Context: an optimization exercise on an open-source flow, tuned for small area, a short achievable clock period and few clock cycles per item. The choices shown serve that exercise and are no tape-out recipe. Function was checked by simulation only, so behaviour that the tests miss may differ from the original. The clock port is modelled as an ideal driver; clocking choices that lean on that would not hold on a real chip. Power figures rest on the tool's default switching activity, not on a simulated workload.

--- design.v ---
`default_nettype none
package timing_pkg;
  localparam int SAMPLE_W  = 16;   
  localparam int SYM_W     = 18;   
  localparam int MU_W      = 8;    
  localparam int MU_GAIN_W = 12;   
  typedef logic signed [SAMPLE_W-1:0] sample_t;
  typedef logic signed [SYM_W-1:0] sym_t;
  typedef logic [MU_W-1:0] mu_t;
  typedef logic [MU_GAIN_W-1:0] mu_gain_t;
endpackage
`default_nettype wire
`timescale 1ns/1ps
`default_nettype none
module symbol_nco (
  input  wire                  clk,
  input  wire                  reset_i,
  input  wire                  accept_i,      
  input  wire           [15:0] step_i,
  input  timing_pkg::mu_gain_t mu_gain_i,
  input  wire                  adv_i,         
  output logic                 s1_valid_o,
  output logic          [12:0] mu_sel_o       
);
  localparam int MU_W   = timing_pkg::MU_W;
  localparam int PROD_W = timing_pkg::MU_W + timing_pkg::MU_GAIN_W;   
  logic [15:0]          acc_q;
  logic [16:0]          phase_sum;
  logic [MU_W-1:0]      resid_q;
  timing_pkg::mu_gain_t gain_q;
  logic [13:0]          gain3_q;
  logic [11:0]          resid_sel;
  logic [PROD_W-1:0]    mu_prod;
  logic                 mu_sat;
  timing_pkg::mu_t      mu;
  logic [8:0]           mu_x;           
  logic [12:0]          mu_sel;
  assign phase_sum = {1'b0, acc_q} + {1'b0, step_i};
  always_ff @(posedge clk) begin
    if (reset_i) begin
      acc_q      <= '0;
      s1_valid_o <= 1'b0;
    end else if (accept_i) begin
      acc_q      <= phase_sum[15:0];
      s1_valid_o <= phase_sum[16];      
    end else if (adv_i) begin
      s1_valid_o <= 1'b0;
    end
  end
  always_ff @(posedge clk) begin
    if (accept_i) begin
      resid_q <= phase_sum[15:8];
      gain_q  <= mu_gain_i;
      gain3_q <= {2'b00, mu_gain_i} + {1'b0, mu_gain_i, 1'b0};
    end
  end
  for (genvar j = 0; j < 4; j++) begin : g_sel
    assign resid_sel[3*j]   = (resid_q[2*j+1:2*j] == 2'd1);
    assign resid_sel[3*j+1] = (resid_q[2*j+1:2*j] == 2'd2);
    assign resid_sel[3*j+2] = (resid_q[2*j+1:2*j] == 2'd3);
  end
  mu_mult i_mu_mult (
    .sel_i (resid_sel),
    .g_i   (gain_q),
    .g3_i  (gain3_q),
    .p_o   (mu_prod)
  );
  assign mu_sat = |mu_prod[PROD_W-1:2*MU_W];
  assign mu   = mu_sat ? '1 : mu_prod[2*MU_W-1:MU_W];
  assign mu_x = {mu, 1'b0};
  for (genvar k = 0; k < 4; k++) begin : g_booth
    assign mu_sel[3*k]   = mu_x[2*k+1] ^ mu_x[2*k];
    assign mu_sel[3*k+1] = (mu_x[2*k+2] & !mu_x[2*k+1] & !mu_x[2*k])
                         | (!mu_x[2*k+2] & mu_x[2*k+1] & mu_x[2*k]);
    assign mu_sel[3*k+2] = mu_x[2*k+2];
  end
  assign mu_sel[12] = mu[7];
  always_ff @(posedge clk) begin
    if (adv_i) mu_sel_o <= mu_sel;
  end
endmodule
`default_nettype wire
`timescale 1ns/1ps
`default_nettype none
module mu_mult (
  input  wire [11:0] sel_i,    
  input  wire [11:0] g_i,
  input  wire [13:0] g3_i,
  output wire [19:0] p_o
);
  wire [13:0] g1 = {2'b00, g_i};
  wire [13:0] g2 = {1'b0, g_i, 1'b0};
  wire [13:0] pp0 = (g1 & {14{sel_i[0]}}) | (g2 & {14{sel_i[1]}}) | (g3_i & {14{sel_i[2]}});
  wire [13:0] pp1 = (g1 & {14{sel_i[3]}}) | (g2 & {14{sel_i[4]}}) | (g3_i & {14{sel_i[5]}});
  wire [13:0] pp2 = (g1 & {14{sel_i[6]}}) | (g2 & {14{sel_i[7]}}) | (g3_i & {14{sel_i[8]}});
  wire [13:0] pp3 = (g1 & {14{sel_i[9]}}) | (g2 & {14{sel_i[10]}}) | (g3_i & {14{sel_i[11]}});
  wire m_s0 = pp0[6] ^ pp1[4];
  wire m_c0 = pp0[6] & pp1[4];
  wire m_s1 = pp0[7] ^ pp1[5] ^ pp2[3];
  wire m_c1 = (pp0[7] & pp1[5]) | (pp2[3] & (pp0[7] ^ pp1[5]));
  wire m_s2 = pp0[8] ^ pp1[6] ^ pp2[4];
  wire m_c2 = (pp0[8] & pp1[6]) | (pp2[4] & (pp0[8] ^ pp1[6]));
  wire m_s3 = pp0[9] ^ pp1[7] ^ pp2[5];
  wire m_c3 = (pp0[9] & pp1[7]) | (pp2[5] & (pp0[9] ^ pp1[7]));
  wire m_s4 = pp0[10] ^ pp1[8] ^ pp2[6];
  wire m_c4 = (pp0[10] & pp1[8]) | (pp2[6] & (pp0[10] ^ pp1[8]));
  wire m_s5 = pp0[11] ^ pp1[9] ^ pp2[7];
  wire m_c5 = (pp0[11] & pp1[9]) | (pp2[7] & (pp0[11] ^ pp1[9]));
  wire m_s6 = pp0[12] ^ pp1[10] ^ pp2[8];
  wire m_c6 = (pp0[12] & pp1[10]) | (pp2[8] & (pp0[12] ^ pp1[10]));
  wire m_s7 = pp0[13] ^ pp1[11] ^ pp2[9];
  wire m_c7 = (pp0[13] & pp1[11]) | (pp2[9] & (pp0[13] ^ pp1[11]));
  wire m_s8 = pp1[12] ^ pp2[10];
  wire m_c8 = pp1[12] & pp2[10];
  wire m_s9 = pp1[13] ^ pp2[11];
  wire m_c9 = pp1[13] & pp2[11];
  wire m_s10 = pp0[4] ^ pp1[2];
  wire m_c10 = pp0[4] & pp1[2];
  wire m_s11 = pp0[5] ^ pp1[3] ^ pp2[1];
  wire m_c11 = (pp0[5] & pp1[3]) | (pp2[1] & (pp0[5] ^ pp1[3]));
  wire m_s12 = pp2[2] ^ pp3[0] ^ m_s0;
  wire m_c12 = (pp2[2] & pp3[0]) | (m_s0 & (pp2[2] ^ pp3[0]));
  wire m_s13 = pp3[1] ^ m_s1 ^ m_c0;
  wire m_c13 = (pp3[1] & m_s1) | (m_c0 & (pp3[1] ^ m_s1));
  wire m_s14 = pp3[2] ^ m_s2 ^ m_c1;
  wire m_c14 = (pp3[2] & m_s2) | (m_c1 & (pp3[2] ^ m_s2));
  wire m_s15 = pp3[3] ^ m_s3 ^ m_c2;
  wire m_c15 = (pp3[3] & m_s3) | (m_c2 & (pp3[3] ^ m_s3));
  wire m_s16 = pp3[4] ^ m_s4 ^ m_c3;
  wire m_c16 = (pp3[4] & m_s4) | (m_c3 & (pp3[4] ^ m_s4));
  wire m_s17 = pp3[5] ^ m_s5 ^ m_c4;
  wire m_c17 = (pp3[5] & m_s5) | (m_c4 & (pp3[5] ^ m_s5));
  wire m_s18 = pp3[6] ^ m_s6 ^ m_c5;
  wire m_c18 = (pp3[6] & m_s6) | (m_c5 & (pp3[6] ^ m_s6));
  wire m_s19 = pp3[7] ^ m_s7 ^ m_c6;
  wire m_c19 = (pp3[7] & m_s7) | (m_c6 & (pp3[7] ^ m_s7));
  wire m_s20 = pp3[8] ^ m_s8 ^ m_c7;
  wire m_c20 = (pp3[8] & m_s8) | (m_c7 & (pp3[8] ^ m_s8));
  wire m_s21 = pp3[9] ^ m_s9 ^ m_c8;
  wire m_c21 = (pp3[9] & m_s9) | (m_c8 & (pp3[9] ^ m_s9));
  wire m_s22 = pp2[12] ^ pp3[10] ^ m_c9;
  wire m_c22 = (pp2[12] & pp3[10]) | (m_c9 & (pp2[12] ^ pp3[10]));
  wire m_s23 = pp2[13] ^ pp3[11];
  wire m_c23 = pp2[13] & pp3[11];
  wire [19:0] row_a = {pp3[13], pp3[12], m_s23, m_s22, m_s21, m_s20, m_s19, m_s18, m_s17, m_s16, m_s15, m_s14, m_s13, m_s12, m_s11, pp2[0], pp0[3], pp0[2], pp0[1], pp0[0]};
  wire [19:0] row_b = {1'b0, m_c23, m_c22, m_c21, m_c20, m_c19, m_c18, m_c17, m_c16, m_c15, m_c14, m_c13, m_c12, m_c11, m_c10, m_s10, pp1[1], pp1[0], 1'b0, 1'b0};
  assign p_o = row_a + row_b;
endmodule
`default_nettype wire
`timescale 1ns/1ps
`default_nettype none
module rail_interp (
  input  wire                 clk,
  input  wire                 reset_i,
  input  wire                 accept_i,   
  input  timing_pkg::sample_t smp_i,
  input  wire                 adv_i,      
  input  wire          [12:0] mu_sel_i,   
  output timing_pkg::sym_t    rail_o      
);
  timing_pkg::sample_t cur_q;     
  timing_pkg::sample_t prev_q;    
  logic [15:0]         xc_q;      
  logic [16:0]         d_q;       
  logic [23:0]         y;
  always_ff @(posedge clk) begin
    if (reset_i) begin
      cur_q <= '0;
    end else if (accept_i) begin
      cur_q <= smp_i;
    end
  end
  always_ff @(posedge clk) begin
    if (accept_i) prev_q <= cur_q;
  end
  always_ff @(posedge clk) begin
    if (adv_i) begin
      xc_q <= cur_q + 16'h5600;              
      d_q  <= 17'(prev_q) - 17'(cur_q);
    end
  end
  interp_tree i_interp_tree (
    .d_i  (d_q),
    .sel_i (mu_sel_i),
    .xc_i (xc_q),
    .y_o  (y)
  );
  assign rail_o = y[23:6];
endmodule
`default_nettype wire
`timescale 1ns/1ps
`default_nettype none
module interp_tree (
  input  wire [12:0] sel_i,    
  input  wire [16:0] d_i,
  input  wire [15:0] xc_i,
  output wire [23:0] y_o
);
  wire [17:0] d1 = {d_i[16], d_i};
  wire [17:0] d2 = {d_i, 1'b0};
  wire [17:0] m0 = (d1 & {18{sel_i[0]}}) | (d2 & {18{sel_i[1]}});
  wire [17:0] v0 = m0 ^ {18{sel_i[2]}};
  wire [17:0] pp0 = {~v0[17], v0[16:0]};
  wire [17:0] m1 = (d1 & {18{sel_i[3]}}) | (d2 & {18{sel_i[4]}});
  wire [17:0] v1 = m1 ^ {18{sel_i[5]}};
  wire [17:0] pp1 = {~v1[17], v1[16:0]};
  wire [17:0] m2 = (d1 & {18{sel_i[6]}}) | (d2 & {18{sel_i[7]}});
  wire [17:0] v2 = m2 ^ {18{sel_i[8]}};
  wire [17:0] pp2 = {~v2[17], v2[16:0]};
  wire [17:0] m3 = (d1 & {18{sel_i[9]}}) | (d2 & {18{sel_i[10]}});
  wire [17:0] v3 = m3 ^ {18{sel_i[11]}};
  wire [17:0] pp3 = {~v3[17], v3[16:0]};
  wire [15:0] pp4 = d_i[15:0] & {16{sel_i[12]}};
  wire t_s0 = pp0[6] ^ pp1[4];
  wire t_c0 = pp0[6] & pp1[4];
  wire t_s1 = pp0[7] ^ pp1[5];
  wire t_c1 = pp0[7] & pp1[5];
  wire t_s2 = pp0[8] ^ pp1[6] ^ pp2[4];
  wire t_c2 = (pp0[8] & pp1[6]) | (pp2[4] & (pp0[8] ^ pp1[6]));
  wire t_s3 = pp3[2] ^ pp4[0];
  wire t_c3 = pp3[2] & pp4[0];
  wire t_s4 = pp0[9] ^ pp1[7] ^ pp2[5];
  wire t_c4 = (pp0[9] & pp1[7]) | (pp2[5] & (pp0[9] ^ pp1[7]));
  wire t_s5 = pp3[3] ^ pp4[1] ^ xc_i[1];
  wire t_c5 = (pp3[3] & pp4[1]) | (xc_i[1] & (pp3[3] ^ pp4[1]));
  wire t_s6 = pp0[10] ^ pp1[8] ^ pp2[6];
  wire t_c6 = (pp0[10] & pp1[8]) | (pp2[6] & (pp0[10] ^ pp1[8]));
  wire t_s7 = pp3[4] ^ pp4[2] ^ xc_i[2];
  wire t_c7 = (pp3[4] & pp4[2]) | (xc_i[2] & (pp3[4] ^ pp4[2]));
  wire t_s8 = pp0[11] ^ pp1[9] ^ pp2[7];
  wire t_c8 = (pp0[11] & pp1[9]) | (pp2[7] & (pp0[11] ^ pp1[9]));
  wire t_s9 = pp3[5] ^ pp4[3] ^ xc_i[3];
  wire t_c9 = (pp3[5] & pp4[3]) | (xc_i[3] & (pp3[5] ^ pp4[3]));
  wire t_s10 = pp0[12] ^ pp1[10] ^ pp2[8];
  wire t_c10 = (pp0[12] & pp1[10]) | (pp2[8] & (pp0[12] ^ pp1[10]));
  wire t_s11 = pp3[6] ^ pp4[4] ^ xc_i[4];
  wire t_c11 = (pp3[6] & pp4[4]) | (xc_i[4] & (pp3[6] ^ pp4[4]));
  wire t_s12 = pp0[13] ^ pp1[11] ^ pp2[9];
  wire t_c12 = (pp0[13] & pp1[11]) | (pp2[9] & (pp0[13] ^ pp1[11]));
  wire t_s13 = pp3[7] ^ pp4[5] ^ xc_i[5];
  wire t_c13 = (pp3[7] & pp4[5]) | (xc_i[5] & (pp3[7] ^ pp4[5]));
  wire t_s14 = pp0[14] ^ pp1[12] ^ pp2[10];
  wire t_c14 = (pp0[14] & pp1[12]) | (pp2[10] & (pp0[14] ^ pp1[12]));
  wire t_s15 = pp3[8] ^ pp4[6] ^ xc_i[6];
  wire t_c15 = (pp3[8] & pp4[6]) | (xc_i[6] & (pp3[8] ^ pp4[6]));
  wire t_s16 = pp0[15] ^ pp1[13] ^ pp2[11];
  wire t_c16 = (pp0[15] & pp1[13]) | (pp2[11] & (pp0[15] ^ pp1[13]));
  wire t_s17 = pp3[9] ^ pp4[7] ^ xc_i[7];
  wire t_c17 = (pp3[9] & pp4[7]) | (xc_i[7] & (pp3[9] ^ pp4[7]));
  wire t_s18 = pp0[16] ^ pp1[14] ^ pp2[12];
  wire t_c18 = (pp0[16] & pp1[14]) | (pp2[12] & (pp0[16] ^ pp1[14]));
  wire t_s19 = pp3[10] ^ pp4[8] ^ xc_i[8];
  wire t_c19 = (pp3[10] & pp4[8]) | (xc_i[8] & (pp3[10] ^ pp4[8]));
  wire t_s20 = pp0[17] ^ pp1[15] ^ pp2[13];
  wire t_c20 = (pp0[17] & pp1[15]) | (pp2[13] & (pp0[17] ^ pp1[15]));
  wire t_s21 = pp3[11] ^ pp4[9] ^ xc_i[9];
  wire t_c21 = (pp3[11] & pp4[9]) | (xc_i[9] & (pp3[11] ^ pp4[9]));
  wire t_s22 = pp1[16] ^ pp2[14] ^ pp3[12];
  wire t_c22 = (pp1[16] & pp2[14]) | (pp3[12] & (pp1[16] ^ pp2[14]));
  wire t_s23 = pp4[10] ^ xc_i[10];
  wire t_c23 = pp4[10] & xc_i[10];
  wire t_s24 = pp1[17] ^ pp2[15] ^ pp3[13];
  wire t_c24 = (pp1[17] & pp2[15]) | (pp3[13] & (pp1[17] ^ pp2[15]));
  wire t_s25 = pp4[11] ^ xc_i[11];
  wire t_c25 = pp4[11] & xc_i[11];
  wire t_s26 = pp2[16] ^ pp3[14] ^ pp4[12];
  wire t_c26 = (pp2[16] & pp3[14]) | (pp4[12] & (pp2[16] ^ pp3[14]));
  wire t_s27 = pp2[17] ^ pp3[15];
  wire t_c27 = pp2[17] & pp3[15];
  wire t_s28 = pp0[4] ^ pp1[2];
  wire t_c28 = pp0[4] & pp1[2];
  wire t_s29 = pp0[5] ^ pp1[3];
  wire t_c29 = pp0[5] & pp1[3];
  wire t_s30 = pp2[2] ^ pp3[0] ^ sel_i[11];
  wire t_c30 = (pp2[2] & pp3[0]) | (sel_i[11] & (pp2[2] ^ pp3[0]));
  wire t_s31 = pp2[3] ^ pp3[1] ^ t_s1;
  wire t_c31 = (pp2[3] & pp3[1]) | (t_s1 & (pp2[3] ^ pp3[1]));
  wire t_s32 = xc_i[0] ^ t_s2 ^ t_s3;
  wire t_c32 = (xc_i[0] & t_s2) | (t_s3 & (xc_i[0] ^ t_s2));
  wire t_s33 = t_s4 ^ t_s5 ^ t_c2;
  wire t_c33 = (t_s4 & t_s5) | (t_c2 & (t_s4 ^ t_s5));
  wire t_s34 = t_s6 ^ t_s7 ^ t_c4;
  wire t_c34 = (t_s6 & t_s7) | (t_c4 & (t_s6 ^ t_s7));
  wire t_s35 = t_s8 ^ t_s9 ^ t_c6;
  wire t_c35 = (t_s8 & t_s9) | (t_c6 & (t_s8 ^ t_s9));
  wire t_s36 = t_s10 ^ t_s11 ^ t_c8;
  wire t_c36 = (t_s10 & t_s11) | (t_c8 & (t_s10 ^ t_s11));
  wire t_s37 = t_s12 ^ t_s13 ^ t_c10;
  wire t_c37 = (t_s12 & t_s13) | (t_c10 & (t_s12 ^ t_s13));
  wire t_s38 = t_s14 ^ t_s15 ^ t_c12;
  wire t_c38 = (t_s14 & t_s15) | (t_c12 & (t_s14 ^ t_s15));
  wire t_s39 = t_s16 ^ t_s17 ^ t_c14;
  wire t_c39 = (t_s16 & t_s17) | (t_c14 & (t_s16 ^ t_s17));
  wire t_s40 = t_s18 ^ t_s19 ^ t_c16;
  wire t_c40 = (t_s18 & t_s19) | (t_c16 & (t_s18 ^ t_s19));
  wire t_s41 = t_s20 ^ t_s21 ^ t_c18;
  wire t_c41 = (t_s20 & t_s21) | (t_c18 & (t_s20 ^ t_s21));
  wire t_s42 = t_s22 ^ t_s23 ^ t_c20;
  wire t_c42 = (t_s22 & t_s23) | (t_c20 & (t_s22 ^ t_s23));
  wire t_s43 = t_s24 ^ t_s25 ^ t_c22;
  wire t_c43 = (t_s24 & t_s25) | (t_c22 & (t_s24 ^ t_s25));
  wire t_s44 = xc_i[12] ^ t_s26 ^ t_c24;
  wire t_c44 = (xc_i[12] & t_s26) | (t_c24 & (xc_i[12] ^ t_s26));
  wire t_s45 = pp4[13] ^ xc_i[13] ^ t_s27;
  wire t_c45 = (pp4[13] & xc_i[13]) | (t_s27 & (pp4[13] ^ xc_i[13]));
  wire t_s46 = pp3[16] ^ pp4[14] ^ xc_i[14];
  wire t_c46 = (pp3[16] & pp4[14]) | (xc_i[14] & (pp3[16] ^ pp4[14]));
  wire t_s47 = pp3[17] ^ pp4[15];
  wire t_c47 = pp3[17] & pp4[15];
  wire t_s48 = pp0[2] ^ pp1[0];
  wire t_c48 = pp0[2] & pp1[0];
  wire t_s49 = pp0[3] ^ pp1[1];
  wire t_c49 = pp0[3] & pp1[1];
  wire t_s50 = pp2[0] ^ sel_i[8] ^ t_s28;
  wire t_c50 = (pp2[0] & sel_i[8]) | (t_s28 & (pp2[0] ^ sel_i[8]));
  wire t_s51 = pp2[1] ^ t_s29 ^ t_c28;
  wire t_c51 = (pp2[1] & t_s29) | (t_c28 & (pp2[1] ^ t_s29));
  wire t_s52 = t_s0 ^ t_s30 ^ t_c29;
  wire t_c52 = (t_s0 & t_s30) | (t_c29 & (t_s0 ^ t_s30));
  wire t_s53 = t_c0 ^ t_s31 ^ t_c30;
  wire t_c53 = (t_c0 & t_s31) | (t_c30 & (t_c0 ^ t_s31));
  wire t_s54 = t_c1 ^ t_s32 ^ t_c31;
  wire t_c54 = (t_c1 & t_s32) | (t_c31 & (t_c1 ^ t_s32));
  wire t_s55 = t_c3 ^ t_s33 ^ t_c32;
  wire t_c55 = (t_c3 & t_s33) | (t_c32 & (t_c3 ^ t_s33));
  wire t_s56 = t_c5 ^ t_s34 ^ t_c33;
  wire t_c56 = (t_c5 & t_s34) | (t_c33 & (t_c5 ^ t_s34));
  wire t_s57 = t_c7 ^ t_s35 ^ t_c34;
  wire t_c57 = (t_c7 & t_s35) | (t_c34 & (t_c7 ^ t_s35));
  wire t_s58 = t_c9 ^ t_s36 ^ t_c35;
  wire t_c58 = (t_c9 & t_s36) | (t_c35 & (t_c9 ^ t_s36));
  wire t_s59 = t_c11 ^ t_s37 ^ t_c36;
  wire t_c59 = (t_c11 & t_s37) | (t_c36 & (t_c11 ^ t_s37));
  wire t_s60 = t_c13 ^ t_s38 ^ t_c37;
  wire t_c60 = (t_c13 & t_s38) | (t_c37 & (t_c13 ^ t_s38));
  wire t_s61 = t_c15 ^ t_s39 ^ t_c38;
  wire t_c61 = (t_c15 & t_s39) | (t_c38 & (t_c15 ^ t_s39));
  wire t_s62 = t_c17 ^ t_s40 ^ t_c39;
  wire t_c62 = (t_c17 & t_s40) | (t_c39 & (t_c17 ^ t_s40));
  wire t_s63 = t_c19 ^ t_s41 ^ t_c40;
  wire t_c63 = (t_c19 & t_s41) | (t_c40 & (t_c19 ^ t_s41));
  wire t_s64 = t_c21 ^ t_s42 ^ t_c41;
  wire t_c64 = (t_c21 & t_s42) | (t_c41 & (t_c21 ^ t_s42));
  wire t_s65 = t_c23 ^ t_s43 ^ t_c42;
  wire t_c65 = (t_c23 & t_s43) | (t_c42 & (t_c23 ^ t_s43));
  wire t_s66 = t_c25 ^ t_s44 ^ t_c43;
  wire t_c66 = (t_c25 & t_s44) | (t_c43 & (t_c25 ^ t_s44));
  wire t_s67 = t_c26 ^ t_s45 ^ t_c44;
  wire t_c67 = (t_c26 & t_s45) | (t_c44 & (t_c26 ^ t_s45));
  wire t_s68 = t_c27 ^ t_s46 ^ t_c45;
  wire t_c68 = (t_c27 & t_s46) | (t_c45 & (t_c27 ^ t_s46));
  wire t_s69 = xc_i[15] ^ t_s47 ^ t_c46;
  wire t_c69 = (xc_i[15] & t_s47) | (t_c46 & (xc_i[15] ^ t_s47));
  wire [23:0] row_a = {t_s69, t_s68, t_s67, t_s66, t_s65, t_s64, t_s63, t_s62, t_s61, t_s60, t_s59, t_s58, t_s57, t_s56, t_s55, t_s54, t_s53, t_s52, t_s51, t_s50, t_s49, sel_i[5], pp0[1], pp0[0]};
  wire [23:0] row_b = {t_c68, t_c67, t_c66, t_c65, t_c64, t_c63, t_c62, t_c61, t_c60, t_c59, t_c58, t_c57, t_c56, t_c55, t_c54, t_c53, t_c52, t_c51, t_c50, t_c49, t_c48, t_s48, 1'b0, sel_i[2]};
  assign y_o = row_a + row_b;
endmodule
`default_nettype wire
`timescale 1ns/1ps
`default_nettype none
module symbol_joiner (
  input  wire              clk,
  input  wire              reset_i,
  input  wire              push_i,
  input  timing_pkg::sym_t i_sym_i,
  input  timing_pkg::sym_t q_sym_i,
  input  wire              sym_ready_i,
  output logic             free_o,        
  output logic             sym_valid_o,
  output timing_pkg::sym_t sym_i_o,
  output timing_pkg::sym_t sym_q_o
);
  assign free_o = !sym_valid_o | sym_ready_i;
  always_ff @(posedge clk) begin
    if (reset_i) begin
      sym_valid_o <= 1'b0;
    end else if (free_o) begin
      sym_valid_o <= push_i;
    end
  end
  always_ff @(posedge clk) begin
    if (push_i) begin
      sym_i_o <= i_sym_i;
      sym_q_o <= q_sym_i;
    end
  end
endmodule
`default_nettype wire
`timescale 1ns/1ps
`default_nettype none
module timing_recovery_top (
  input  wire                  clk,
  input  wire                  reset_i,
  input  wire                  raw_valid_i,
  input  timing_pkg::sample_t  raw_i_i,
  input  timing_pkg::sample_t  raw_q_i,
  input  wire           [15:0] step_i,
  input  timing_pkg::mu_gain_t mu_gain_i,
  input  wire                  sym_ready_i,
  output logic                 raw_ready_o,
  output logic                 sym_valid_o,
  output timing_pkg::sym_t     sym_i_o,
  output timing_pkg::sym_t     sym_q_o
);
  logic             accept;
  logic             s1_valid;
  logic             s2_valid;
  logic             out_free;   
  logic             en2;        
  logic             adv;        
  logic             push;       
  logic      [12:0] mu_sel;
  timing_pkg::sym_t rail_i;
  timing_pkg::sym_t rail_q;
  assign push        = s2_valid & out_free;
  assign en2         = !s2_valid | out_free;
  assign adv         = s1_valid & en2;
  assign raw_ready_o = !s1_valid | en2;
  assign accept      = raw_valid_i & raw_ready_o;
  symbol_nco i_symbol_nco (
    .clk        (clk),
    .reset_i    (reset_i),
    .accept_i   (accept),
    .step_i     (step_i),
    .mu_gain_i  (mu_gain_i),
    .adv_i      (adv),
    .s1_valid_o (s1_valid),
    .mu_sel_o   (mu_sel)
  );
  rail_interp i_rail_i (
    .clk      (clk),
    .reset_i  (reset_i),
    .accept_i (accept),
    .smp_i    (raw_i_i),
    .adv_i    (adv),
    .mu_sel_i (mu_sel),
    .rail_o   (rail_i)
  );
  rail_interp i_rail_q (
    .clk      (clk),
    .reset_i  (reset_i),
    .accept_i (accept),
    .smp_i    (raw_q_i),
    .adv_i    (adv),
    .mu_sel_i (mu_sel),
    .rail_o   (rail_q)
  );
  symbol_joiner i_symbol_joiner (
    .clk         (clk),
    .reset_i     (reset_i),
    .push_i      (push),
    .i_sym_i     (rail_i),
    .q_sym_i     (rail_q),
    .sym_ready_i (sym_ready_i),
    .free_o      (out_free),
    .sym_valid_o (sym_valid_o),
    .sym_i_o     (sym_i_o),
    .sym_q_o     (sym_q_o)
  );
  always_ff @(posedge clk) begin
    if (reset_i) begin
      s2_valid <= 1'b0;
    end else if (en2) begin
      s2_valid <= adv;
    end
  end
endmodule
`default_nettype wire
--- flow/run.sh ---
#!/bin/bash
# Standard layout with two changes:
#  - plain buffers on the ports instead of the delay buffers buffer_ports picks
#  - after synthesis, inv_opt.tcl pushes inverters through the full adders
#    (a full adder is self-dual), removing inverter pairs between adder cells
set -euo pipefail
export BUFFER_PORTS_ARGS="-buffer_cell sky130_fd_sc_hd__buf_2"
export POST_SYNTH_TCL="$PWD/flow/inv_opt.tcl"
bash standard.sh > standard_flow.log 2>&1
--- flow/inv_opt.tcl ---
# Push inverters through full adders (sky130 fa is self-dual:
# FA(~a,~b,~c) = (~sum, ~cout)) wherever that removes inverters.
# Runs on the synthesized netlist loaded in OpenROAD (POST_SYNTH_TCL hook).

namespace eval invopt {
  variable block
  variable inv_master
  variable uid 0

  proc is_inv {inst} {
    set n [[$inst getMaster] getName]
    return [string match "sky130_fd_sc_hd__inv_*" $n]
  }
  proc is_fa {inst} {
    return [string match "sky130_fd_sc_hd__fa_*" [[$inst getMaster] getName]]
  }
  proc driver {net} {
    foreach it [$net getITerms] {
      if {[$it isOutputSignal]} { return $it }
    }
    return ""
  }
  proc loads {net} {
    set l {}
    foreach it [$net getITerms] {
      if {[$it isInputSignal]} { lappend l $it }
    }
    return $l
  }
  proc has_bterm {net} {
    return [expr {[llength [$net getBTerms]] > 0}]
  }
  # inverter driven by net, if any: returns its output net or ""
  proc inv_of {net} {
    foreach it [loads $net] {
      set inst [$it getInst]
      if {[is_inv $inst]} { return [[$inst findITerm Y] getNet] }
    }
    return ""
  }
  proc new_net {} {
    variable block
    variable uid
    incr uid
    return [odb::dbNet_create $block "invopt_n$uid"]
  }
  proc new_inv {a y} {
    variable block
    variable inv_master
    variable uid
    incr uid
    set inst [odb::dbInst_create $block $inv_master "invopt_i$uid"]
    [$inst findITerm A] connect $a
    [$inst findITerm Y] connect $y
    return $inst
  }

  proc gain {f} {
    set g 0
    set seen {}
    foreach p {A B CIN} {
      set x [[$f findITerm $p] getNet]
      if {$x eq "NULL" || $x eq ""} { return -99 }
      if {[lsearch $seen $x] >= 0} { return -99 }
      lappend seen $x
      set d [driver $x]
      if {$d ne "" && [is_inv [$d getInst]]} {
        if {[llength [loads $x]] == 1 && ![has_bterm $x]} { incr g }
      } elseif {[inv_of $x] eq ""} {
        incr g -1
      }
    }
    foreach p {SUM COUT} {
      set s [[$f findITerm $p] getNet]
      if {$s eq "NULL" || $s eq ""} { return -99 }
      set other [has_bterm $s]
      foreach it [loads $s] {
        set inst [$it getInst]
        if {[is_inv $inst] && ![has_bterm [[$inst findITerm Y] getNet]]} {
          incr g
        } else {
          set other 1
        }
      }
      if {$other} { incr g -1 }
    }
    return $g
  }

  proc flip {f} {
    foreach p {A B CIN} {
      set it [$f findITerm $p]
      set x [$it getNet]
      set d [driver $x]
      if {$d ne "" && [is_inv [$d getInst]]} {
        set dinst [$d getInst]
        set y [[$dinst findITerm A] getNet]
        $it disconnect
        $it connect $y
        if {[llength [loads $x]] == 0 && ![has_bterm $x]} {
          odb::dbInst_destroy $dinst
          odb::dbNet_destroy $x
        }
      } else {
        set z [inv_of $x]
        if {$z eq ""} {
          set z [new_net]
          new_inv $x $z
        }
        $it disconnect
        $it connect $z
      }
    }
    foreach p {SUM COUT} {
      set it [$f findITerm $p]
      set s [$it getNet]
      set s2 [new_net]
      $it disconnect
      $it connect $s2
      set other [has_bterm $s]
      foreach l [loads $s] {
        set inst [$l getInst]
        if {[is_inv $inst] && ![has_bterm [[$inst findITerm Y] getNet]]} {
          set t [[$inst findITerm Y] getNet]
          foreach tl [loads $t] {
            $tl disconnect
            $tl connect $s2
          }
          odb::dbInst_destroy $inst
          odb::dbNet_destroy $t
        } else {
          set other 1
        }
      }
      if {$other} {
        new_inv $s2 $s
      } else {
        odb::dbNet_destroy $s
      }
    }
  }

  proc count_inv {} {
    variable block
    set n 0
    foreach i [$block getInsts] { if {[is_inv $i]} { incr n } }
    return $n
  }

  proc run {} {
    variable block
    variable inv_master
    set block [ord::get_db_block]
    set inv_master [[ord::get_db] findMaster sky130_fd_sc_hd__inv_1]
    set before [count_inv]
    for {set pass 0} {$pass < 20} {incr pass} {
      set changed 0
      foreach f [$block getInsts] {
        if {![is_fa $f]} { continue }
        if {[gain $f] > 0} {
          flip $f
          incr changed
        }
      }
      if {$changed == 0} { break }
    }
    puts "invopt: inverters $before -> [count_inv] after $pass passes"
  }
}
invopt::run
--- standard.sh ---
#!/bin/bash
# synth_recipe.tcl (not shown) runs the flow's synth.tcl, then flattens the netlist and writes it again
# the make line also repeats each setting of config.mk as NAME=value (left out here)
make -C /OpenROAD-flow-scripts/flow DESIGN_CONFIG=/design/flow/config.mk WORK_HOME=/design/flow/orfs CLKGATE_MAP_FILE= SYNTH_SCRIPT=/design/flow/synth_recipe.tcl "${@:-finish}"
--- config.mk ---
export PLATFORM = sky130hd
export DESIGN_NAME = timing_recovery_top
export DESIGN_NICKNAME = timing_recovery_top
export VERILOG_FILES = /design/flow/design.v
export SDC_FILE = /design/flow/constraint.sdc
export NUM_CORES = 4
export LEC_CHECK = 0
export CAP_MARGIN = 20
export CORE_MARGIN = 2
export CORE_UTILIZATION = 55
export CTS_BUF_LIST = sky130_fd_sc_hd__clkbuf_4 sky130_fd_sc_hd__clkbuf_8
export SETUP_SLACK_MARGIN = 4.0
export SLEW_MARGIN = 20
--- constraint.sdc ---
create_clock -name core_clock -period 9.0 [get_ports {clk}]
set_input_delay 1.8000 -clock core_clock [delete_from_list [all_inputs] [get_ports {clk}]]
set_output_delay 1.8000 -clock core_clock [all_outputs]
set_load 0.01 [all_outputs]
==> impl_metrics.tcl, run 1 <==
set metrics [dict create \
    outcome "complete, no violations" \
    core_area_um2 34460 \
    p_per_area_nw_per_um2 275.8 \
    viasPerCell 5.665 \
    std_cell_rows 68 \
    rsz0062_at_grt "true" \
    post-place-ws_ps 3440 \
    cp-start-kind "flip-flop" \
    crit_fanout 36 \
    synth.avg_cell_area_um2 10.30 \
    hp-class "flip-flop to flip-flop" \
    cts_buffers 41 \
    drt_wl_total_um 41500 \
    drc 0 \
    setup-tns-final_ps 0 \
    drtIter0Drc 856 \
    grt_max_degree 79 \
    hold_buffers 0 \
    die_y_um 191 \
    final_nets 2270 \
    dpl.hpwl_um 29910 \
    cts_tree "done" \
    wl_per_cell_um 17.20 \
    io_buffers 101 \
    first_global_vias 13720 \
    clk_latency_ps 630 \
    ant_nets 0 \
    io_pins 102 \
    fin_skew_ps 44.46 \
    worstMarginPinSlew_ps 1028 \
    cts_num_sinks 230 \
    drv_slew 0 \
    regArea_um2 6396 \
    multi_input_area_um2 11970 \
    r2r-start "i_symbol_nco.mu_sel_o[9]" \
    htreeDepth 2 \
    grtUsageTotal 0.2355 \
    floorplan.initialDensity 0.5582 \
    gp_congestion 0.8609 \
    max_slew_margin 0.3149 \
    clkTransAtPathRegs_ps 60 \
    diodes 0 \
    antenna_found_initial 0 \
    num-fill-cells 2965 \
    maxCapViolCount 0 \
    clk_path_buf_depth 3 \
    switching_share 0.4064 \
    syn_inst 1867 \
    die_w_um 191 \
    p_leak_uw 0.008545 \
    yosys_warnings 4 \
    syn_nets 2212 \
    cp.required_ps 9360 \
    p_comb_frac 0.575 \
    syn-cell-area_um2 19230 \
    finalCritPeriodShare 0.5351 \
    syn2layout_area_growth_pct 9.628 \
    final_layout_size_suffix_gt1_frac 0.1435 \
    die_area_um2 36480 \
    critPathCaptureType "flip-flop" \
    vias 13670 \
    p_clk_frac 0.172 \
    seqPwrFrac 0.253 \
    final_core_util 0.6119 \
    finalHoldViolCount 0 \
    holdCritStartpoint "i_symbol_nco.acc_q[9]" \
    p_int_uw 3452 \
    ir_drop_mv 0.2098 \
    cp-startpoint "i_symbol_nco.mu_sel_o[9]" \
    setup_viol 0 \
    cts-root-buf "clkbuf_8" \
    p_switching_uw 2364 \
    fin_crit_ps 4816 \
    overflow 0 \
    fin_ws_ps 4184 \
    arrival_ps 5180 \
    fmax_ghz 0.2076 \
    grt_first_pass_wirelength_um 69000 \
    drtPass1Iterations 5 \
    worstSetupPathType "flip-flop to flip-flop" \
]
## worst max-delay path: stages, from the launching register on
cell	delay (ps)
edfxtp_1	390
buf_8	220
a22oi_1	220
xor2_1	160
inv_1	70
fa_1	460
fa_1	550
fa_1	420
ha_1	350
a21o_1	200
a21o_1	200
a21o_1	230
o2111ai_4	240
a211oi_1	140
or3_1	420
a21oi_1	190
xnor2_1	100
## area by class of cell
class                           instances  share of cell area
Multi-Input combinational cell       1388              0.5676
Sequential cell                       230              0.3033
Timing Repair Buffer                  136             0.03934
Clock buffer                           58             0.03341
Tap cell                              455             0.02700
Inverter                              128             0.02291
Clock inverter                         18            0.006409
## sequential cells by signal, summed over array words and instances, names as in the netlist, 13 cells and up
name,flops
i_rail_q.xc_q,16
i_symbol_nco.acc_q,16
i_rail_i.cur_q,16
i_rail_q.cur_q,16
i_rail_i.d_q,17
i_rail_i.prev_q,16
i_rail_q.d_q,17
i_symbol_joiner.sym_q_o,18
i_rail_q.prev_q,16
i_symbol_nco.gain3_q,13
i_rail_i.xc_q,16
i_symbol_joiner.sym_i_o,18
## stage by stage
| stage | instance area (µm²) | instances | hold WS (ps) | power (µW) |
|---|---|---|---|---|
| 2_1_floorplan | 19240 | 1867 | 430.0 | 4153 |
| 3_5_place_dp | 19990 | 2319 | 439.1 | 4777 |
| 6_report | 21090 | 2413 | 460.0 | 5816 |
| 5_1_grt | 21090 | 2413 | 480.4 | 6392 |
| 3_3_place_gp | 19990 | 2319 | 438.3 | 4704 |
| 4_1_cts | 20900 | 2400 | 461.2 | 5823 |
## placed cells by master (no fill, tap or decap), drive strengths merged, types with 10 or more instances in the layout
| master | count |
|---|---|
| fa | 135 |
| buf | 136 |
| nor3 | 29 |
| nor2b | 25 |
| xor2 | 51 |
| a21oi | 105 |
| o21ai | 53 |
| clkinv | 14 |
| xnor2 | 182 |
| inv | 130 |
| dfxtp | 51 |
| edfxtp | 179 |
| nor2 | 80 |
| a22oi | 142 |
| nand2b | 10 |
| o21a | 21 |
| clkbuf | 58 |
| nand2 | 165 |
| ha | 146 |
| mux2 | 48 |
| and3 | 11 |
| nand3 | 27 |
| a21o | 19 |
| and2 | 12 |
| a22o | 27 |
## worst paths after layout
kind         depth (start not counted)  slack, ps                     endpoint
max                                 16       4180  i_symbol_joiner.sym_q_o[17]
min                                  2        460        i_symbol_nco.acc_q[9]
max reg2reg                         16       4180  i_symbol_joiner.sym_q_o[17]
min reg2reg                          2        460        i_symbol_nco.acc_q[9]
## repair_timing
item | CTS | global route
pin swaps | 0 | 0
hold endpoints to repair | 0 | 0
buffers inserted | 5 | 13
resized for setup | 9 | 17
endpoints found under the setup margin | 21 | 12
## per-layer routing
| layer | share of wire | global-route usage | vias up |
|---|---|---|---|
| met4 | 0.018 | 0.06172 | 0 |
| met2 | 0.47 | 0.3848 | 314 |
| li1 | - | - | 6703 |
| met3 | 0.049 | 0.04241 | 60 |
| met5 | 0 | 0 | - |
| met1 | 0.47 | 0.3235 | 6592 |
## power groups by stage
stage	sequential [µW]	combinational [µW]	clock (µW)
floorplan	1450	2700	0
global placement	1500	3200	0
detailed placement	1510	3270	0
CTS	1480	3300	1040
global route	1480	3830	1080
finish	1470	3350	1000
Testbench counts, summed over its fixed seeds: cycles 24,012, items 24,000.
==> inputs of run 2 (changes only) <==
--- a/config.mk
+++ b/config.mk
@@ -8,5 +8,5 @@
 export CAP_MARGIN = 20
 export CORE_MARGIN = 2
-export CORE_UTILIZATION = 55
+export CORE_UTILIZATION = 65
 export CTS_BUF_LIST = sky130_fd_sc_hd__clkbuf_4 sky130_fd_sc_hd__clkbuf_8
 export SETUP_SLACK_MARGIN = 4.0
==> impl_metrics.tcl, run 2 <==
set metrics [dict create \
    grt_first_pass_wirelength_um 66710 \
    syn-cell-area_um2 19230 \
    antenna_found_initial 0 \
    p_leak_uw 0.008425 \
    ant_nets 0 \
    maxCapViolCount 0 \
    finalPower_uw 5816 \
    final_common_cell "xnor2_1" \
    overflow 0 \
    io_buffers 101 \
    cp-startpoint "i_rail_q.d_q[3]" \
    max_slew_margin 0.2870 \
    drtPass1Iterations 5 \
    drc 0 \
    fin_crit_ps 4799 \
    arrival_ps 5110 \
    syn_nets 2212 \
    outcome "complete, no violations" \
    drv_slew 0 \
    finalCritPeriodShare 0.5332 \
    wl_per_cell_um 17.22 \
    holdCritStartpoint "i_rail_q.cur_q[12]" \
    clk_path_buf_depth 3 \
    final_cell_mix "182 x xnor2_1, 179 x edfxtp_1, 163 x nand2_1" \
    grt_max_degree 92 \
    final_core_util 0.7188 \
    die_y_um 176.0 \
    top_regs "i_symbol_joiner.sym_i_o (18), i_symbol_joiner.sym_q_o (18)" \
    vias 13900 \
    cts_buffers 39 \
    crit_fanout 9 \
    cp-start-kind "flip-flop" \
    floorplan.initialDensity 0.6647 \
    yosys_warnings 4 \
    critPathCaptureType "flip-flop" \
    hp-class "flip-flop to flip-flop" \
    rsz0062_at_grt "true" \
    htreeDepth 2 \
    cts-root-buf "clkbuf_8" \
    gp_congestion 0.8756 \
    io_pins 102 \
    worstMarginPinSlew_ps 1069 \
    p_per_area_nw_per_um2 279.6 \
    worstSetupPathType "flip-flop to flip-flop" \
    cts_num_sinks 230 \
    die_w_um 176.0 \
    core_area_um2 28940 \
    cp.required_ps 9310 \
    fin_skew_ps 48.33 \
    syn2layout_area_growth_pct 8.138 \
    syn_inst 1867 \
    drtIter0Drc 835 \
    synth.avg_cell_area_um2 10.30 \
    final_layout_size_suffix_gt1_frac 0.1319 \
    clk_latency_ps 570 \
    fmax_ghz 0.2084 \
    cts_tree "done" \
    finalHoldViolCount 0 \
    std_cell_rows 62 \
    diodes 0 \
    fin_ws_ps 4201 \
    clkTransAtPathRegs_ps 60 \
    setup_viol 0 \
    die_area_um2 30980 \
    dpl.hpwl_um 28560 \
    viasPerCell 6.000 \
    ir_drop_mv 0.1719 \
    setup-tns-final_ps 0 \
    reg2reg_setup_slack_ps 4200 \
    grtUsageTotal 0.2625 \
    num-fill-cells 2168 \
    drt_wl_total_um 39890 \
    final_nets 2250 \
    first_global_vias 13780 \
    r2r-start "i_rail_q.d_q[3]" \
    post-place-ws_ps 3805 \
]
run 2: final timing paths:
kind                                               endpoint  depth (start not counted)
worst min register to register          i_rail_q.prev_q[12]                          0
worst max-delay path            i_symbol_joiner.sym_q_o[17]                         15
worst max register to register  i_symbol_joiner.sym_q_o[17]                         15
worst min-delay path                    i_rail_q.prev_q[12]                          0
run 2: metal layers:
| metal | GRT usage | share of wire | vias up |
|---|---|---|---|
| li1 | - | - | 6651 |
| met1 | 0.3627 | 0.45 | 6764 |
| met2 | 0.4367 | 0.48 | 418 |
| met3 | 0.03876 | 0.054 | 68 |
| met4 | 0.07197 | 0.019 | 0 |
| met5 | 0 | 0 | - |
run 2: power breakdown:
| group | internal, µW | total, µW | switching (µW) | leakage [µW] |
|---|---|---|---|---|
| logic | 1520 | 3360 | 1850 | 0.00590 |
| clock network | 543 | 967 | 425 | 0.000418 |
| registers | 1390 | 1480 | 95.3 | 0.00210 |
run 2: what timing repair did:
action / in CTS / in global routing
resized for setup: 4 / 16
buffers inserted: 1 / 0
hold buffers: 0 / 0
setup endpoints to repair: 15 / 14
run 2: worst max-delay path, stage by stage, from the launching register on:
cell	delay (ps)
edfxtp_1	550
a22oi_1	270
xor2_1	160
inv_1	80
fa_1	570
fa_1	440
fa_1	410
ha_1	360
a21o_1	200
a21o_1	190
a21o_1	230
o2111ai_4	260
a211oi_1	130
or3_1	420
a21oi_1	200
xnor2_1	80
run 2: final cells by class:
type / count / area [µm²] / share of cell area
Timing Repair Buffer: 118 / 680.7 / 0.03273
Multi-Input combinational cell: 1388 / 11960 / 0.5750
Inverter: 128 / 483.0 / 0.02322
Sequential cell: 230 / 6396 / 0.3075
Tap cell: 384 / 480.5 / 0.02310
Clock buffer: 55 / 675.6 / 0.03249
Clock inverter: 14 / 122.6 / 0.005895
run 2: through the flow:
step	instances	hold WS, ps	area [µm²]
floorplan	1867	430.0	19240
global placement	2246	440.9	19880
detailed placement	2246	446.0	19880
CTS	2316	460.8	20700
global route	2317	477.0	20800
finish	2317	461.1	20800
==> inputs of run 3 (changes only) <==
--- a/design.v
+++ b/design.v
@@ -21,4 +21,5 @@
   input  wire                  adv_i,         
   output logic                 s1_valid_o,
+  output logic                 s1_valid_next_o,   
   output logic          [12:0] mu_sel_o       
 );
@@ -36,5 +37,6 @@
   logic [8:0]           mu_x;           
   logic [12:0]          mu_sel;
-  assign phase_sum = {1'b0, acc_q} + {1'b0, step_i};
+  assign phase_sum       = {1'b0, acc_q} + {1'b0, step_i};
+  assign s1_valid_next_o = accept_i ? phase_sum[16] : (s1_valid_o & !adv_i);
   always_ff @(posedge clk) begin
     if (reset_i) begin
@@ -404,4 +406,6 @@
 );
   logic             accept;
+  logic             s1_valid_next;
+  logic             ready_q;    
   logic             s1_valid;
   logic             s2_valid;
@@ -416,5 +420,5 @@
   assign en2         = !s2_valid | out_free;
   assign adv         = s1_valid & en2;
-  assign raw_ready_o = !s1_valid | en2;
+  assign raw_ready_o = ready_q | sym_ready_i;    
   assign accept      = raw_valid_i & raw_ready_o;
   symbol_nco i_symbol_nco (
@@ -425,5 +429,6 @@
     .mu_gain_i  (mu_gain_i),
     .adv_i      (adv),
-    .s1_valid_o (s1_valid),
+    .s1_valid_o      (s1_valid),
+    .s1_valid_next_o (s1_valid_next),
     .mu_sel_o   (mu_sel)
   );
@@ -461,6 +466,9 @@
     if (reset_i) begin
       s2_valid <= 1'b0;
-    end else if (en2) begin
-      s2_valid <= adv;
+      ready_q  <= 1'b1;
+    end else begin
+      if (en2) s2_valid <= adv;
+      ready_q <= !(s1_valid_next & (en2 ? adv : s2_valid)
+                   & (out_free ? push : sym_valid_o));
     end
   end
==> flow/run.sh (replaced) <==
#!/bin/bash
# Standard layout with three changes:
#  - plain buffers on the ports instead of the delay buffers buffer_ports picks
#  - after synthesis, inv_opt.tcl pushes inverters through the full adders
#    (a full adder is self-dual), removing inverter pairs between adder cells
#  - after clock tree synthesis, skew.tcl gives the mu register and the output
#    symbol register a later clock (useful skew between internal stages)
set -euo pipefail
export BUFFER_PORTS_ARGS="-buffer_cell sky130_fd_sc_hd__buf_2"
export POST_SYNTH_TCL="$PWD/flow/inv_opt.tcl"
export POST_CTS_TCL="$PWD/flow/skew.tcl"
bash standard.sh > standard_flow.log 2>&1
==> flow/skew.tcl (new file) <==
# Useful skew between internal register stages: the mu register (end of
# stage 2) and the output symbol register (end of stage 3) get their clock
# a little later than the other registers, through extra clock buffers
# inserted after clock tree synthesis (POST_CTS_TCL hook). This moves slack
# from the short paths after these registers to the long multiply paths
# that end in them. One shared delay chain per register group, then one
# clock buffer per original clock tree leaf.

namespace eval skew {
  variable uid 0
  proc newbuf {master src x y} {
    variable uid
    incr uid
    set block [ord::get_db_block]
    set b [odb::dbInst_create $block [[ord::get_db] findMaster $master] "skew_buf_$uid"]
    set out [odb::dbNet_create $block "skew_net_$uid"]
    $out setSigType CLOCK
    [$b findITerm A] connect $src
    [$b findITerm X] connect $out
    $b setLocation $x $y
    $b setPlacementStatus PLACED
    return $out
  }
  proc centroid {insts} {
    set sx 0; set sy 0
    foreach f $insts {
      set loc [$f getLocation]
      incr sx [lindex $loc 0]; incr sy [lindex $loc 1]
    }
    return [list [expr {$sx / [llength $insts]}] [expr {$sy / [llength $insts]}]]
  }
  proc insert {pattern chain leafbuf} {
    set block [ord::get_db_block]
    set groups [dict create]
    set all {}
    foreach inst [$block getInsts] {
      if {![regexp $pattern [$inst getName]]} { continue }
      set ck [$inst findITerm CLK]
      if {$ck eq "NULL" || $ck eq ""} { continue }
      dict lappend groups [[$ck getNet] getName] $inst
      lappend all $inst
    }
    if {[llength $all] == 0} { return }
    lassign [centroid $all] cx cy
    set src [$block findNet [lindex [dict keys $groups] 0]]
    foreach m $chain { set src [newbuf $m $src $cx $cy] }
    dict for {netname flops} $groups {
      lassign [centroid $flops] gx gy
      set leaf [newbuf $leafbuf $src $gx $gy]
      foreach f $flops {
        set ck [$f findITerm CLK]
        $ck disconnect
        $ck connect $leaf
      }
    }
    puts "skew: $pattern: [llength $all] registers, [dict size $groups] leaves"
  }
}

skew::insert {^i_symbol_nco\.mu_sel_o\\?\[} {sky130_fd_sc_hd__clkdlybuf4s25_1} sky130_fd_sc_hd__clkbuf_4
skew::insert {^i_symbol_joiner\.sym_[iq]_o\\?\[} {sky130_fd_sc_hd__clkdlybuf4s50_1 sky130_fd_sc_hd__clkdlybuf4s18_1 sky130_fd_sc_hd__clkbuf_8} sky130_fd_sc_hd__clkbuf_4
detailed_placement
check_placement
estimate_parasitics -placement
report_worst_slack -max
report_worst_slack -min
==> impl_metrics.tcl, run 3 <==
set metrics [dict create \
    outcome "finished with violations" \
    so_faults "negative hold slack" \
    r2r-end "i_symbol_joiner.sym_q_o[17]" \
    p_clk_frac 0.189 \
    final_cell_mix "188 x xnor2_1, 179 x edfxtp_1, 149 x nand2_1" \
    cts_num_sinks 231 \
    syn2layout_area_growth_pct 8.965 \
    diodes 0 \
    cp.required_ps 10390 \
    syn_inst 1918 \
    drtPass1Iterations 5 \
    first_global_vias 14460 \
    whs_endpoint "i_symbol_joiner.sym_q_o[14]" \
    clk_latency_ps 1690 \
    hp-class "flip-flop to flip-flop" \
    setup_viol 0 \
    clkTransAtPathRegs_ps 60 \
    antenna_found_initial 1 \
    p_switching_uw 2563 \
    arrival_ps 5840 \
    final_nets 2327 \
    floorplan.initialDensity 0.6604 \
    holdCritStartpoint "i_rail_q.xc_q[11]" \
    critPathCaptureType "flip-flop" \
    ir_drop_mv 0.1769 \
    drt_wl_total_um 42720 \
    top_regs "i_symbol_joiner.sym_i_o (18), i_symbol_joiner.sym_q_o (18)" \
    syn_nets 2263 \
    fin_hold_ws_ps -31.60 \
    regArea_um2 6416 \
    cp-start-kind "flip-flop" \
    setup-tns-final_ps 0 \
    io_pins 102 \
    p_int_uw 3668 \
    die_w_um 177.8 \
    overflow 0 \
    synth.avg_cell_area_um2 10.23 \
    grt_first_pass_wirelength_um 70500 \
    fmax_ghz 0.2248 \
    final_common_cell "xnor2_1" \
    dpl.hpwl_um 30750 \
    final_core_util 0.7195 \
    viasPerCell 5.999 \
    ant_nets 0 \
    drv_slew 0 \
    seqPwrFrac 0.239 \
    drtIter0Drc 792 \
    die_area_um2 31600 \
    post-place-ws_ps 3803 \
    max_slew_margin 0.3084 \
    grt_max_degree 79 \
    multi_input_area_um2 12240 \
    r2r-start "i_symbol_nco.mu_sel_o[11]" \
    hold_depth 4 \
    reg2regPathDepth 16 \
    num-fill-cells 2232 \
    crit_fanout 42 \
    maxCapViolCount 0 \
    p_comb_frac 0.572 \
    finalCritPeriodShare 0.4943 \
    fin_crit_ps 4449 \
    reg2reg_setup_slack_ps 4550 \
    gp_congestion 0.8844 \
    cts_tree "done" \
    finalHoldViolCount 2 \
    final_layout_size_suffix_gt1_frac 0.1363 \
    p_leak_uw 0.008673 \
    rsz0062_at_grt "false" \
    die_y_um 177.8 \
    worstMarginPinSlew_ps 1037 \
    wl_per_cell_um 17.79 \
    p_per_area_nw_per_um2 291.4 \
    drc 0 \
    syn-cell-area_um2 19620 \
    vias 14400 \
    grtUsageTotal 0.2764 \
    io_buffers 101 \
    worstSetupPathType "flip-flop to flip-flop" \
    fin_skew_ps 1164 \
    yosys_warnings 4 \
    core_area_um2 29720 \
    std_cell_rows 63 \
    fin_ws_ps 4551 \
    switching_share 0.4113 \
]
-- run 3: cell count changes in the layout (fill, tap and decap cells not counted), moves of 9 or more --
cell      change
nand3_1      +11
inv_1        +14
nor3_1       +17
o21bai_1      +9
clkbuf_4     +21
nand2_1      -14
-- run 3: routing by layer --
| layer | part of all wire | vias up | GRT usage | routed length [µm] |
|---|---|---|---|---|
| met5 | 0.00026 | - | 0 | 11 |
| met4 | 0.031 | 2 | 0.09734 | 1323 |
| met1 | 0.43 | 6987 | 0.3550 | 18390 |
| li1 | - | 6944 | - | - |
| met3 | 0.046 | 98 | 0.04006 | 1982 |
| met2 | 0.49 | 372 | 0.4772 | 21010 |
-- run 3: power by group through the flow --
stage	clock network, µW	logic [µW]	registers (µW)
global route	1260	4000	1500
finish	1180	3560	1490
floorplan	0	2830	1460
global placement	0	3430	1510
detailed placement	0	3530	1510
-- run 3: worst max path at each step --
stage                              startpoint                     endpoint  slack [ps]
finish              i_symbol_nco.mu_sel_o[11]  i_symbol_joiner.sym_q_o[17]        4550
global route        i_symbol_nco.mu_sel_o[11]  i_symbol_joiner.sym_q_o[17]        4210
detailed placement   i_symbol_nco.mu_sel_o[8]  i_symbol_joiner.sym_i_o[17]        3800
global placement     i_symbol_nco.mu_sel_o[8]  i_symbol_joiner.sym_q_o[17]        3860
floorplan                         sym_ready_i           i_rail_i.prev_q[0]        4130
-- run 3: through the flow --
stage | cells | hold WS (ps) | power (µW) | area [µm²]
floorplan | 1918 | 430.0 | 4295 | 19630
global placement | 2305 | 439.2 | 4938 | 20310
detailed placement | 2305 | 441.2 | 5040 | 20310
global route | 2401 | 6.022 | 6751 | 21380
finish | 2401 | -31.60 | 6231 | 21380
-- run 3: worst max-delay path, cell delays in order (launching register included) --
cell	delay [ps]
edfxtp_1	320
buf_4	340
buf_6	400
xor2_1	180
inv_1	70
fa_1	460
fa_1	540
fa_1	420
ha_1	360
a21o_1	180
a21oi_1	210
nand2_1	70
a31oi_1	410
o21ai_0	220
a31oi_1	290
o21bai_1	120
xnor2_1	130
-- run 3: final cells by class, without the clock buffers --
type / instances / share of cell area
Clock inverter: 12 / 0.007373
Inverter: 142 / 0.02504
Buffer: 20 / 0.007665
Timing Repair Buffer: 124 / 0.03248
Multi-Input combinational cell: 1424 / 0.5725
Tap cell: 390 / 0.02282
Sequential cell: 231 / 0.3001
Testbench counts of run 3, summed over its fixed seeds: cycles 24,012, items 24,000.
==> inputs of run 4 (changes only) <==
--- a/config.mk
+++ b/config.mk
@@ -10,4 +10,5 @@
 export CORE_UTILIZATION = 65
 export CTS_BUF_LIST = sky130_fd_sc_hd__clkbuf_4 sky130_fd_sc_hd__clkbuf_8
+export HOLD_SLACK_MARGIN = 0.15
 export SETUP_SLACK_MARGIN = 4.0
 export SLEW_MARGIN = 20
==> impl_metrics.tcl, run 4 <==
set metrics [dict create \
    io_buffers 101 \
    critPathCaptureType "flip-flop" \
    grtUsageTotal 0.2764 \
    fin_crit_ps 4499 \
    finalHoldViolCount 0 \
    r2r-end "i_symbol_joiner.sym_q_o[17]" \
    endpoint "i_symbol_joiner.sym_q_o[17]" \
    die_w_um 177.8 \
    ant_nets 0 \
    final_core_util 0.7310 \
    finalCritPeriodShare 0.4999 \
    critPathSlowestCell "fa_1" \
    final_nets 2361 \
    syn_inst 1918 \
    floorplan.initialDensity 0.6604 \
    final_common_cell "xnor2_1" \
    arrival_ps 5900 \
    final_layout_size_suffix_gt1_frac 0.1340 \
    worstSetupPathType "flip-flop to flip-flop" \
    cp-startpoint "i_symbol_nco.mu_sel_o[11]" \
    drtPass1Iterations 5 \
    fmax_ghz 0.2223 \
    crit_cells 16 \
    grt_first_pass_wirelength_um 70500 \
    syn_nets 2263 \
    crit_top_cell "fa_1" \
    vias 14560 \
    drt_wl_total_um 42960 \
    diodes 0 \
    num-fill-cells 2195 \
    fin_hold_ws_ps 129.0 \
    path_buf_inv 3 \
    overflow 0 \
    core_area_um2 29720 \
    maxCapViolCount 0 \
    cp.required_ps 10400 \
    cp_cell_sequence "buf_4 -> buf_6 -> xor2_1 -> inv_1 -> fa_1 -> fa_1 -> fa_1 -> ha_1 -> a21o_1 -> a21oi_1 -> nand2_1 -> a31oi_1 -> o21ai_0 -> a31oi_1 -> o21bai_1 -> xnor2_1" \
    std_cell_rows 63 \
    reg2regPathDepth 16 \
    cts_num_sinks 231 \
    clk_latency_ps 1690 \
    ir_drop_mv 0.1756 \
    p_per_area_nw_per_um2 291.3 \
    top_regs "i_symbol_joiner.sym_i_o (18), i_symbol_joiner.sym_q_o (18)" \
    dpl.hpwl_um 30750 \
    syn2layout_area_growth_pct 10.70 \
    grt_max_degree 79 \
    setup_viol 0 \
    viasPerCell 5.977 \
    first_global_vias 14460 \
    die_y_um 177.8 \
    rsz0062_at_grt "false" \
    reg2reg_setup_slack_ps 4500 \
    drtIter0Drc 901 \
    antenna_found_initial 1 \
    r2r-start "i_symbol_nco.mu_sel_o[11]" \
    max_slew_margin 0.3192 \
    critPathTopFamily "adder cells" \
    p_leak_uw 0.008818 \
    die_area_um2 31600 \
    syn-cell-area_um2 19620 \
    drc 0 \
    setup-tns-final_ps 0 \
    cts_tree "done" \
    outcome "complete, no violations" \
    fin_skew_ps 1162 \
    clkTransAtPathRegs_ps 60 \
    cp-start-kind "flip-flop" \
    crit_fanout 42 \
    io_pins 102 \
    final_cell_mix "188 x xnor2_1, 179 x edfxtp_1, 149 x nand2_1" \
    gp_congestion 0.8844 \
    synth.avg_cell_area_um2 10.23 \
    hp-class "flip-flop to flip-flop" \
    yosys_warnings 4 \
    max_stage_delay_ps 540 \
    drv_slew 0 \
    wl_per_cell_um 17.64 \
    worstMarginPinSlew_ps 1021 \
]
-- run 4: power by group --
group          switching (µW)  internal (µW)  leakage [µW]
combinational            2010           1650       0.00617
clock                     492            687      0.000539
sequential               82.6           1400       0.00211
-- run 4: worst min-delay path by stage --
stage	from	endpoint	slack, ps	cells past startpoint
2_1_floorplan	i_rail_i.cur_q[12]	i_rail_i.prev_q[12]	430	0
3_3_place_gp	i_rail_i.cur_q[12]	i_rail_i.prev_q[12]	440	0
3_5_place_dp	i_rail_i.cur_q[15]	i_rail_i.prev_q[15]	440	0
5_1_grt	i_rail_q.xc_q[9]	i_symbol_joiner.sym_q_o[13]	190	5
6_report	i_rail_q.xc_q[9]	i_symbol_joiner.sym_q_o[13]	130	5
-- run 4: final cells by class, without the clock buffers --
class                      instances  area [µm²]  share of cell area
buffer                            20       163.9            0.007545
clock inverter                    12       157.7            0.007257
sequential                       231        6416              0.2954
inverter                         142       535.5             0.02465
multi-input combinational       1424       12240              0.5635
timing repair buffer             158        1035             0.04763
tap                              390       488.0             0.02246
-- run 4: stage by stage --
stage | setup WS, ps | cell area, µm² | total power (µW) | cells
finish | 4501 | 21720 | 6327 | 2435
global route | 4202 | 21720 | 6855 | 2435
detailed placement | 3803 | 20310 | 5040 | 2305
global placement | 3857 | 20310 | 4938 | 2305
floorplan | 4132 | 19630 | 4295 | 1918
-- run 4: worst reg2reg max path, delay by kind of cell, from the launching register on --
family | cells | cell delay [ps]
simple gates | 1 | 70
buf+inv | 3 | 820
xor+xnor | 2 | 320
fa+ha+maj | 4 | 1780
compound gates | 6 | 1480
flops | 1 | 320
-- run 4: per-layer routing --
layer  up-vias  track usage  share of wire
met3        94      0.04006          0.045
met5         -            0        0.00026
met1      7090       0.3550           0.43
met2       361       0.4772           0.50
li1       7008            -              -
met4         2      0.09734          0.028
==> inputs of run 5 (changes only) <==
--- a/flow/run.sh
+++ b/flow/run.sh
@@ -7,5 +7,5 @@
 #    symbol register a later clock (useful skew between internal stages)
 set -euo pipefail
-export BUFFER_PORTS_ARGS="-buffer_cell sky130_fd_sc_hd__buf_2"
+export BUFFER_PORTS_ARGS="-buffer_cell sky130_fd_sc_hd__buf_1"
 export POST_SYNTH_TCL="$PWD/flow/inv_opt.tcl"
 export POST_CTS_TCL="$PWD/flow/skew.tcl"
--- a/config.mk
+++ b/config.mk
@@ -10,5 +10,4 @@
 export CORE_UTILIZATION = 65
 export CTS_BUF_LIST = sky130_fd_sc_hd__clkbuf_4 sky130_fd_sc_hd__clkbuf_8
-export HOLD_SLACK_MARGIN = 0.15
 export SETUP_SLACK_MARGIN = 4.0
 export SLEW_MARGIN = 20
==> impl_metrics.tcl, run 5 <==
set metrics [dict create \
    cts_num_sinks 231 \
    arrival_ps 5330 \
    fin_crit_ps 4480 \
    critPathCaptureType "flip-flop" \
    p_switching_uw 2559 \
    overflow 0 \
    switching_share 0.4161 \
    stdcell_count 2394 \
    io_pins 102 \
    first_global_vias 14380 \
    max_slew_margin 0.3367 \
    dpl.hpwl_um 30690 \
    final_layout_size_suffix_gt1_frac 0.08283 \
    setup-tns-final_ps 0 \
    rsz0062_at_grt "false" \
    ant_nets 0 \
    maxCapViolCount 0 \
    drtPass1Iterations 5 \
    syn_inst 1918 \
    diodes 0 \
    p_leak_uw 0.008342 \
    antenna_found_initial 0 \
    cp.required_ps 9850 \
    final_common_cell "xnor2_1" \
    synth.avg_cell_area_um2 10.23 \
    so_faults "negative hold slack" \
    worstSetupPathType "flip-flop to flip-flop" \
    hp-class "flip-flop to flip-flop" \
    p_comb_frac 0.577 \
    outcome "finished with violations" \
    syn2layout_area_growth_pct 7.785 \
    clk_latency_ps 1700 \
    cts_tree "done" \
    fin_hold_ws_ps -76.44 \
    cp-start-kind "flip-flop" \
    seqPwrFrac 0.242 \
    drv_slew 0 \
    place_inst 2304 \
    drtIter0Drc 829 \
    worstMarginPinSlew_ps 994.9 \
    grt_max_degree 79 \
    finalHoldViolCount 4 \
    vias 14410 \
    r2r-start "i_symbol_nco.resid_q[4]" \
    finalCritPeriodShare 0.4978 \
    floorplan.initialDensity 0.6604 \
    die_w_um 177.8 \
    io_buffers 101 \
    syn_nets 2263 \
    p_int_uw 3591 \
    core_area_um2 29720 \
    clkTransAtPathRegs_ps 70 \
    crit_fanout 15 \
    setup_viol 0 \
    fin_skew_ps 1180 \
    die_area_um2 31600 \
    reg2reg_setup_slack_ps 4520 \
    top_regs "i_symbol_joiner.sym_i_o (18), i_symbol_joiner.sym_q_o (18)" \
    p_per_area_nw_per_um2 290.7 \
    p_clk_frac 0.181 \
    viasPerCell 6.018 \
    drt_wl_total_um 42800 \
    drc 0 \
    fin_ws_ps 4520 \
    holdCritStartpoint "i_rail_q.xc_q[10]" \
    grtUsageTotal 0.2785 \
    final_cell_mix "188 x xnor2_1, 179 x edfxtp_1, 149 x nand2_1" \
    final_nets 2322 \
    finalPower_uw 6149 \
    grt_first_pass_wirelength_um 71100 \
    post-place-ws_ps 3808 \
    yosys_warnings 4 \
    std_cell_rows 63 \
    gp_congestion 0.8898 \
    die_y_um 177.8 \
    fmax_ghz 0.2232 \
    syn-cell-area_um2 19620 \
    wl_per_cell_um 17.88 \
    ir_drop_mv 0.2001 \
    cp-startpoint "i_symbol_nco.resid_q[4]" \
]
run 5: stage by stage:
step,area (µm²),utilization
finish,21150,0.7118
floorplan,19630,-
global route,21150,0.7118
global placement,20180,0.6790
detailed placement,20180,0.6790
run 5: path summary, 6_finish.rpt:
kind,end,cells past startpoint
worst min-delay path,i_symbol_joiner.sym_q_o[14],4
worst max-delay path,i_symbol_nco.mu_sel_o[5],13
worst max register to register,i_symbol_nco.mu_sel_o[5],13
worst min register to register,i_symbol_joiner.sym_q_o[14],4
run 5: critical path, cell delays in order (launching register included):
cell and delay (ps):
edfxtp_1 730, nor2b_1 670, a22o_1 270, fa_1 440, fa_1 460, ha_1 330
nand3_1 90, o211ai_1 280, o211ai_2 240, o21ai_4 340, a22oi_4 110, nor2b_1 170
o21a_1 260, or3_1 390
run 5: area by class of cell, without the clock buffers:
| type | count | area [µm²] |
|---|---|---|
| buffer | 19 | 156.4 |
| clock inverter | 12 | 103.9 |
| fill | 2351 | 8566 |
| inverter | 142 | 535.5 |
| multi-input combinational | 1424 | 12240 |
| sequential | 231 | 6416 |
| tap | 390 | 488.0 |
| timing repair buffer | 120 | 531.8 |
run 5: power by group through the flow:
stage	Combinational, µW	Clock [µW]	Sequential (µW)
floorplan	2830	0	1460
global placement	3430	0	1510
detailed placement	3530	0	1510
global route	3990	1180	1500
finish	3550	1110	1490
run 5: per-layer routing:
layer | global-route usage | share of wire
met1 | 0.3605 | 0.43
met2 | 0.4801 | 0.50
met3 | 0.04456 | 0.049
met4 | 0.08641 | 0.026
met5 | 0 | 0

==> port drivers added, routing unchanged <==
Ports are ideal in the flow. The routed layouts listed here were re-timed in OpenROAD.
Step 1 (the two cells are an assumption about what drives the block):
set clk [get_ports {clk}]
set_driving_cell -lib_cell sky130_fd_sc_hd__clkbuf_16 $clk
set_driving_cell -lib_cell sky130_fd_sc_hd__buf_2 [delete_from_list [all_inputs] $clk]
Step 2, shift: input delay + t, output delay - t, t = (earliest + latest rising clock arrival at the registers) / 2. This alone moves slack from input paths to output paths.
Three values: ideal ports, drivers, drivers and shift; two values: the first two.
| run | shift t [ns] | setup WS [ns] | hold WS [ns] | worst setup path at the end | clock arrival spread, ns | worst register clock-pin slew, ns |
|---|---|---|---|---|---|---|
| run 1 | 0.657 | 4.184 / 4.184 / 4.184 | 0.460 / 0.460 / 0.460 | register to register | 0.046 / 0.047 | 0.07 / 0.07 |
| run 2 | 0.593 | 4.201 / 4.201 / 4.201 | 0.461 / 0.461 / 0.461 | register to register | 0.053 / 0.053 | 0.07 / 0.07 |
| run 3 | 1.155 | 4.551 / 4.551 / 3.768 | -0.032 / -0.032 / -0.032 | input to register | 1.164 / 1.164 | 0.08 / 0.08 |
| run 4 | 1.156 | 4.501 / 4.501 / 3.761 | 0.129 / 0.129 / 0.129 | input to register | 1.163 / 1.162 | 0.08 / 0.08 |
| run 5 | 1.162 | 4.520 / 4.520 / 3.778 | -0.076 / -0.076 / -0.076 | input to register | 1.181 / 1.180 | 0.07 / 0.07 |
Clock arrivals are far apart in run 3, run 4 and run 5, so t is only a midpoint there and step 2 fits no single register. For run 3, which loses most, drivers alone change the setup slack by 0.000 ns; drivers and shift together by -0.783 ns.
